From an optimization exercise on the open Yosys and OpenROAD flow, aimed at small area, a short achievable clock period and few clock cycles per item; shortcuts taken in it are not production practice. RTL that was checked went through simulation tests only; none was proved equivalent to the original. Power is estimated from default activity; no workload was simulated.

== the reference run ==
// dt_coef_top
module dt_coef_top (
    input  wire                   clk,
    input  wire                   rst_n,
    input  wire                   start,
    input  wire [64-1:0]   delta_t,
    output wire                   mul_req_valid,
    input  wire                   mul_req_ready,
    output wire [64-1:0]   mul_req_a,
    output wire [64-1:0]   mul_req_b,
    input  wire                   mul_resp_valid,
    output wire                   mul_resp_ready,
    input  wire [64-1:0]   mul_resp_y,
    output wire [64-1:0]   coef_delta_t2,
    output wire [64-1:0]   coef_dt2,
    output wire [64-1:0]   coef_half_dt2,
    output wire [64-1:0]   coef_three2_dt2,
    output wire [64-1:0]   coef_half_dt3,
    output wire [64-1:0]   coef_third_dt3,
    output wire [64-1:0]   coef_sixth_dt3,
    output wire [64-1:0]   coef_two3_dt3,
    output wire [64-1:0]   coef_quarter_dt4,
    output wire [64-1:0]   coef_sixth_dt4,
    output wire [64-1:0]   coef_twelfth_dt4,
    output wire [64-1:0]   coef_five12_dt4,
    output wire                   done,
    output wire                   valid
);
Size in the first run: ~2500 cells after synthesis, about 770 flip-flops, roughly 1000 I/O pins.
clock: 5.0 ns
lec_check: 0
abc_clock_period_in_ps: 2700
cap_margin: 20
core_margin: 2
core_utilization: 35
setup_slack_margin: 2.3
slew_margin: 20
run.sh (not shown) runs the stock make flow with config.mk's settings and CLKGATE_MAP_FILE= SYNTH_SCRIPT=/design/flow/synth_recipe.tcl, a recipe that flattens the netlist after the stock synthesis.
The reference run: full flow OK, the timing, design-rule and antenna checks passed
The following lists how the trial run was set up differently from the reference run:
- SETUP_SLACK_MARGIN: 2.3 -> 2.7
- ABC_CLOCK_PERIOD_IN_PS: 2700 -> 2300
## What came out
Re routed wire length: the trial run is 5.2% up on the reference run.
Relative to the reference run, met2 wire length increased by 4.1% in the trial run.
Clock-cell share of area: the trial run and the reference run compared, higher one is the trial run
The run showing the smaller count of plain and timing-repair buffers in the layout is the reference run.
Diff the reference run -> the trial run: data required time at the worst endpoint closely matched the old numbers, final weighted congestion of routability-driven global placement closely matched the old numbers, global-route usage increased by 1.5 points relative to the old numbers.
Compared the trial run against the reference run; mean instance size in the synthesized netlist within noise.
The trial run vs the reference run — cell area after layout climbed slightly
The trial run ended with every stage complete and zero timing, DRC or antenna violations.
The reference run went all the way through the flow, and no timing, DRC or antenna check failed.
Side by side, share of the core filled with cells in the final layout turned out higher in the trial run than in the reference run.
The trial run vs the reference run — upper clock frequency limit dropped 1.9 MHz.
No run of this note included a check of the RTL's function; only the layout flow was run.

dt_coef_top, a different RTL version from the one above (not shown whole).
Size in the first run: roughly 2400 cells after synthesis, about 780 flip-flops, about 0.034 sq mm of cells after synthesis.
Settings: LEC_CHECK=0, ABC_CLOCK_PERIOD_IN_PS=2300, CAP_MARGIN=20, CORE_MARGIN=2, CORE_UTILIZATION=35, SETUP_SLACK_MARGIN=2.7, SLEW_MARGIN=20; clock period 5.0 ns.
The baseline ran to the end with no violations.
Testbench counts at the start, summed over its fixed seeds: cycles 5,960, sequences 192.
Then changed:
==> flow/flow/run.sh (new file) <==
#!/bin/bash
set -o pipefail
export BUFFER_PORTS_ARGS="-buffer_cell sky130_fd_sc_hd__buf_1"
bash standard.sh > standard_flow.log 2>&1
==> flow/standard.sh (new file) <==
#!/bin/bash
# synth_recipe.tcl (not shown) runs the flow's synth.tcl, then flattens the netlist and writes it again
# the make line also repeats each setting of config.mk as NAME=value (left out here)
make -C /OpenROAD-flow-scripts/flow DESIGN_CONFIG=/design/flow/config.mk WORK_HOME=/design/flow/orfs CLKGATE_MAP_FILE= SYNTH_SCRIPT=/design/flow/synth_recipe.tcl "${@:-finish}"
Settings changed: SETUP_SLACK_MARGIN 2.7 to 2.4, TNS_END_PERCENT set to 10.
removed: flow/run.sh
Outcome: Via count drops by 8.8%. Power drops by 13%. Count of clock-buffer cells in the layout drops by 9. Non-clock buffer count drops by 361. Worst hold slack is worse by 160 ps. Wire length drops by 10%. Design area drops by 18%. Global-route usage drops by 2.3 points.

dt_coef_top, a different RTL version from the one above (not shown whole).
Size: about 3600 cells after synthesis, roughly 840 flip-flops, ~1000 I/O pins, about 42000 um2 of cells after synthesis.
Settings: LEC_CHECK=0, ABC_CLOCK_PERIOD_IN_PS=2300, CAP_MARGIN=20, CORE_MARGIN=2, CORE_UTILIZATION=35, PLACE_DENSITY=0.9, SETUP_SLACK_MARGIN=2.4, SLEW_MARGIN=20, TNS_END_PERCENT=10; clock period 5.0 ns.
standard.sh (not shown) runs the stock make flow with config.mk's settings and CLKGATE_MAP_FILE= SYNTH_SCRIPT=/design/flow/synth_recipe.tcl, a recipe that flattens the netlist after the stock synthesis.
==> flow/flow/run.sh <==
#!/bin/bash
set -o pipefail
export BUFFER_PORTS_ARGS="-buffer_cell sky130_fd_sc_hd__buf_1"
bash standard.sh > standard_flow.log 2>&1
Testbench counts at the start, summed over its fixed seeds: cycles 4,040, sequences 192.
Next try:
Settings changed: CTS_CLUSTER_DIAMETER set to 50, CTS_CLUSTER_SIZE set to 18, PLACE_DENSITY 0.9 to 0.8.
Synthesized area stays the same.
Wire length is lower by about 2.8%.
Power went up by 0.65%.
Next try:
Settings changed: CTS_CLUSTER_DIAMETER 50 to unset, CTS_CLUSTER_SIZE 18 to unset.
Outcome:
- The changed run completed with no timing, DRC or antenna violations
- sequential power hardly moves
- core utilization goes down by 0.52 points
- worst hold slack is better by 43 ps
- setup slack improves by 190 ps
- non-clock buffer count went down by 6

The RTL this note starts from:
==> flow/design.v <==
`timescale 1ns/10ps
`default_nettype none
module dt_times2 (
    input  wire [63:0] x,
    output reg  [63:0] y
);
    wire [10:0] e = x[62:52];
    always @(*) begin
        if (e == 11'd0)
            y = {x[63], x[61:0], 1'b0};           
        else if (e == 11'h7ff)
            y = x;                                
        else if (e == 11'h7fe)
            y = {x[63], 11'h7ff, 52'd0};          
        else
            y = {x[63], e + 11'd1, x[51:0]};
    end
endmodule
module dt_three_half_pre (
    input  wire [62:0] p,
    output wire        k2,
    output wire        big
);
    wire [52:0] m = {p[62:52] != 11'd0, p[51:0]};
    assign k2  = (m >= 53'h15555555555556);
    assign big = (m >= 53'h15555555555555);
endmodule
module dt_three_half (
    input  wire [62:0] p,
    input  wire        k2,
    input  wire        big,
    output wire [63:0] lo,       
    input  wire [63:0] lo_q,     
    output wire [62:0] y         
);
    wire [10:0] e   = p[62:52];
    wire        ez  = (e == 11'd0);
    wire [52:0] m   = {~ez, p[51:0]};
    wire        inf = (e == 11'h7ff) | (big & (e == 11'h7fe));
    wire [28:0] s_lo = {1'b0, m[26:0], 1'b1} + {1'b0, m[27:0]} + {28'd0, k2};
    wire [27:0] s_l  = s_lo[27:0];
    wire [25:0] fr_l = big ? s_l[27:2] : s_l[26:1];
    wire        tie  = k2 ? (m[1:0] == 2'b10) : m[0];
    wire [25:0] fr_f = inf ? 26'd0 : {fr_l[25:1], fr_l[0] & ~tie};
    assign lo = {s_lo[28], s_l[27], 36'd0, fr_f};
    wire [26:0] s_h  = {1'b0, m[52:27]} + {2'b00, m[52:28]} + {26'd0, lo_q[63]};
    wire [25:0] fr_h = big ? s_h[25:0] : {s_h[24:0], lo_q[62]};
    wire [10:0] ex   = big ? e + 11'd1 : (ez ? {10'd0, s_h[25]} : e);
    assign y = inf ? {11'h7ff, 52'd0} : {ex, fr_h, lo_q[25:0]};
endmodule
`default_nettype wire
`timescale 1ns/10ps
`default_nettype none
module dt_coef_top (
    input  wire                   clk,
    input  wire                   rst_n,
    input  wire                   start,
    input  wire [64-1:0]   delta_t,
    output wire                   mul_req_valid,
    input  wire                   mul_req_ready,
    output wire [64-1:0]   mul_req_a,
    output wire [64-1:0]   mul_req_b,
    input  wire                   mul_resp_valid,
    output wire                   mul_resp_ready,
    input  wire [64-1:0]   mul_resp_y,
    output wire [64-1:0]   coef_delta_t2,
    output wire [64-1:0]   coef_dt2,
    output wire [64-1:0]   coef_half_dt2,
    output wire [64-1:0]   coef_three2_dt2,
    output wire [64-1:0]   coef_half_dt3,
    output wire [64-1:0]   coef_third_dt3,
    output wire [64-1:0]   coef_sixth_dt3,
    output wire [64-1:0]   coef_two3_dt3,
    output wire [64-1:0]   coef_quarter_dt4,
    output wire [64-1:0]   coef_sixth_dt4,
    output wire [64-1:0]   coef_twelfth_dt4,
    output wire [64-1:0]   coef_five12_dt4,
    output wire                   done,
    output wire                   valid
);
    reg  [63:0] ra;           
    reg  [63:0] rb;           
    reg  [63:0] xq;           
    reg  [62:0] dt2_q, half2_q, half3_q, third3_q, sixth3_q, two3_q;
    reg  [62:0] quart4_q, sixth4_q, twelf4_q;
    reg         k2_q;         
    reg         big_q;        
    reg         t3_st2;       
    reg         req_q;        
    reg         busy_q;       
    reg         drop_q;       
    reg         pend_q;       
    reg         fast_q;       
    reg  [3:0]  step;         
    reg         done_q;
    reg         valid_q;
    wire        take     = req_q & mul_req_ready;
    wire        held     = req_q & ~mul_req_ready;      
    wire        resp     = mul_resp_valid;
    wire        good     = resp & ~drop_q;
    wire        fresh    = start & ~held;               
    wire        stash    = start & held;
    wire        recopy   = resp & drop_q & pend_q;      
    wire        last     = (step == 4'd11);
    wire        fin      = good & last;
    wire [63:0] y        = mul_resp_y;
    wire [10:0] ye       = y[62:52];
    wire [10:0] ye_m1    = ye - 11'd1;
    wire [10:0] ye_m2    = ye - 11'd2;
    wire [10:0] ye_p1    = ye + 11'd1;
    reg  [3:0]  nstep;
    always @(*) begin
        if (step == 4'd15)
            nstep = 4'd0;
        else if (!fast_q)
            nstep = step + 4'd1;
        else begin
            case (step)
                4'd0:     nstep = 4'd2;
                4'd2:     nstep = 4'd4;
                4'd4: nstep = 4'd7;
                4'd7:     nstep = 4'd9;
                default:   nstep = 4'd11;
            endcase
        end
    end
    reg  [63:0] bnext;
    always @(*) begin
        case (nstep)
            4'd1,
            4'd3:  bnext = 64'h3fe0_0000_0000_0000;
            4'd4: bnext = 64'h3fd5_5555_5555_5555;
            4'd5,
            4'd9: bnext = 64'h3fc5_5555_5555_5555;
            4'd6:   bnext = 64'h3fe5_5555_5555_5555;
            4'd8: bnext = 64'h3fd0_0000_0000_0000;
            4'd10: bnext = 64'h3fb5_5555_5555_5555;
            4'd11: bnext = 64'h3fda_aaaa_aaaa_aaab;
            default:   bnext = xq;               
        endcase
    end
    wire ra_from_y = (step == 4'd0) | (step == 4'd2) | (step == 4'd7) |
                     (step == 4'd15) | last;
    wire [63:0] x2;
    wire [62:0] three2;
    wire        k2_d, big_d;
    dt_times2 x2_i (
        .x (xq),
        .y (x2)
    );
    dt_three_half_pre t3p_i (
        .p   (dt2_q),
        .k2  (k2_d),
        .big (big_d)
    );
    wire [63:0] three2_lo;
    dt_three_half t3_i (
        .p    (dt2_q),
        .k2   (k2_q),
        .big  (big_q),
        .lo   (three2_lo),
        .lo_q (rb),
        .y    (three2)
    );
    always @(posedge clk) begin
        k2_q  <= k2_d;
        big_q <= big_d;
    end
    always @(posedge clk or negedge rst_n) begin
        if (!rst_n) begin
            req_q   <= 1'b0;
            busy_q  <= 1'b0;
            drop_q  <= 1'b0;
            pend_q  <= 1'b0;
            done_q  <= 1'b0;
            valid_q <= 1'b0;
        end else begin
            if (take)
                busy_q <= 1'b1;
            else if (resp)
                busy_q <= 1'b0;
            if (fresh) begin
                drop_q <= (busy_q & ~resp) | take;
                req_q  <= ~((busy_q & ~resp) | take);
                pend_q <= 1'b0;
            end else begin
                if (stash)
                    pend_q <= 1'b1;
                else if (resp & drop_q)
                    pend_q <= 1'b0;
                if (take & pend_q)
                    drop_q <= 1'b1;
                else if (resp)
                    drop_q <= 1'b0;
                if (take)
                    req_q <= 1'b0;
                else if (resp & drop_q)
                    req_q <= 1'b1;
                else if (good)
                    req_q <= ~last;
            end
            if (start) begin
                done_q  <= 1'b0;
                valid_q <= 1'b0;
            end else begin
                done_q <= fin;
                if (fin)
                    valid_q <= 1'b1;
            end
        end
    end
    always @(posedge clk) begin
        if (start)
            fast_q <= (delta_t[62:52] >= 11'd773) && (delta_t[62:52] <= 11'd1273);
        if (fresh)
            step <= 4'd0;
        else if (recopy)
            step <= 4'd15;
        else if (good & ~last)
            step <= nstep;
    end
    always @(posedge clk) begin
        if (fresh)
            ra <= delta_t;
        else if (recopy)
            ra <= 64'h3ff0_0000_0000_0000;
        else if (good & ra_from_y)
            ra <= y;
        if (fresh)
            rb <= delta_t;
        else if (recopy)
            rb <= xq;
        else if (good & ~last)
            rb <= bnext;
        else if (take & last)
            rb <= three2_lo;
        else if (t3_st2)
            rb <= {1'b0, three2};
        t3_st2 <= take & last & ~start;
        if (start)
            xq <= delta_t;
        else if (good & (step == 4'd7))
            xq <= x2;
        if (good & (step == 4'd0))
            dt2_q <= y[62:0];
        if (good & ((step == 4'd0) | (step == 4'd1)))
            half2_q <= {fast_q ? ye_m1 : ye, y[51:0]};
        if (good & ((step == 4'd2) & fast_q | (step == 4'd3)))
            half3_q <= {fast_q ? ye_m1 : ye, y[51:0]};
        if (good & (step == 4'd4))
            third3_q <= y[62:0];
        if (good & ((step == 4'd4) & fast_q | (step == 4'd5)))
            sixth3_q <= {fast_q ? ye_m1 : ye, y[51:0]};
        if (good & ((step == 4'd4) & fast_q | (step == 4'd6)))
            two3_q <= {fast_q ? ye_p1 : ye, y[51:0]};
        if (good & ((step == 4'd7) & fast_q | (step == 4'd8)))
            quart4_q <= {fast_q ? ye_m2 : ye, y[51:0]};
        if (good & (step == 4'd9))
            sixth4_q <= y[62:0];
        if (good & ((step == 4'd9) & fast_q | (step == 4'd10)))
            twelf4_q <= {fast_q ? ye_m1 : ye, y[51:0]};
    end
    assign mul_req_valid    = req_q;
    assign mul_req_a        = ra;
    assign mul_req_b        = rb;
    assign mul_resp_ready   = 1'b1;
    assign coef_delta_t2    = xq;
    assign coef_dt2         = {1'b0, dt2_q};
    assign coef_half_dt2    = {1'b0, half2_q};
    assign coef_three2_dt2  = rb;
    assign coef_half_dt3    = {xq[63], half3_q};
    assign coef_third_dt3   = {xq[63], third3_q};
    assign coef_sixth_dt3   = {xq[63], sixth3_q};
    assign coef_two3_dt3    = {xq[63], two3_q};
    assign coef_quarter_dt4 = {1'b0, quart4_q};
    assign coef_sixth_dt4   = {1'b0, sixth4_q};
    assign coef_twelfth_dt4 = {1'b0, twelf4_q};
    assign coef_five12_dt4  = ra;
    assign done             = done_q;
    assign valid            = valid_q;
endmodule
`default_nettype wire
clock: 5.0 ns
lec_check: 0
abc_clock_period_in_ps: 2300
cap_margin: 20
core_margin: 2
core_utilization: 35
setup_slack_margin: 2.7
slew_margin: 20
Scripts as last shown in full above: flow/flow/run.sh
The baseline finished clean.
Change:
==> flow/run.sh (new file) <==
#!/bin/bash
# synth_recipe.tcl (not shown) runs the flow's synth.tcl, then flattens the netlist and writes it again
# the make line also repeats each setting of config.mk as NAME=value (left out here)
make -C /OpenROAD-flow-scripts/flow DESIGN_CONFIG=/design/flow/config.mk WORK_HOME=/design/flow/orfs CLKGATE_MAP_FILE= SYNTH_SCRIPT=/design/flow/synth_recipe.tcl finish
removed: flow/flow/run.sh
removed: flow/standard.sh
=> Sequential power drops by about 1%. Cell area climbs by about 7%. Synthesized area does not change. Count of clock-buffer cells in the layout drops by 3. Sequential share of layout area drops by 3.2 points. Die area does not change.
No functional check of the RTL was part of any run of this note.

Another version of the RTL of dt_coef_top (not shown whole).
Size: ~3500 cells after synthesis, about 41000 sq um of cells after synthesis.
Settings: LEC_CHECK=0, ABC_CLOCK_PERIOD_IN_PS=2300, CAP_MARGIN=20, CORE_MARGIN=2, CORE_UTILIZATION=55, SETUP_SLACK_MARGIN=2.4, SLEW_MARGIN=20, TNS_END_PERCENT=10; clock period 5.0 ns.
==> flow/flow/run.sh <==
#!/bin/bash
set -o pipefail
export BUFFER_PORTS_ARGS="-buffer_cell sky130_fd_sc_hd__buf_1"
bash standard.sh > standard_flow.log 2>&1
The first run never finished: it broke off in I/O pin placement with PPL-0024.
Edit:
Settings changed: CORE_UTILIZATION 55 to 35.
This time the run completed without violations; synthesized area does not change; synthesized cell count does not change.
No functional check of the RTL was part of any run of this note.

==> afterwards: timing with drivers on the ports <==
Ports are ideal in the flow. The routed layouts listed here were re-timed in OpenROAD. Step 1 assumes that a clkbuf_16 drives the clock port and a buf_2 every other input. Step 2 also shifts input and output timing later by t, the mid clock arrival at the registers, as if the neighbouring blocks saw the same clock. a / b / c = ideal / step 1 / step 2; a / b = the first two.
run | t, ns | slack for setup (ns) | clock arrival spread, ns | slew at the worst register clock pin (ns)
the reference run | 0.728 | 1.520 / 1.520 / 1.302 | 0.030 / 0.030 | 0.07 / 0.07
the trial run | 0.740 | 1.497 / 1.497 / 1.497 | 0.033 / 0.033 | 0.07 / 0.07
the first run of note 2 | 0.735 | 1.919 / 1.919 / 1.658 | 0.025 / 0.026 | 0.07 / 0.07
the second run of note 2 | 0.736 | 1.949 / 1.949 / 1.503 | 0.031 / 0.031 | 0.07 / 0.07
the first run of note 3 | 0.776 | 1.880 / 1.880 / 1.391 | 0.044 / 0.043 | 0.07 / 0.07
the second run of note 3 | 0.790 | 1.761 / 1.761 / 1.196 | 0.078 / 0.078 | 0.08 / 0.08
the third run of note 3 | 0.782 | 1.953 / 1.953 / 1.242 | 0.027 / 0.028 | 0.07 / 0.07
the first run of note 4 | 0.734 | 1.591 / 1.591 / 1.591 | 0.031 / 0.031 | 0.07 / 0.07
the second run of note 4 | 0.722 | 1.659 / 1.659 / 1.516 | 0.024 / 0.025 | 0.07 / 0.07
the second run of note 5 | 0.790 | 1.546 / 1.546 / 1.116 | 0.034 / 0.033 | 0.07 / 0.07
After both steps setup and hold are still met in every run listed. The setup slack of the third run of note 3, which loses most, moves by 0.000 ns with the drivers and by -0.711 ns with both steps.
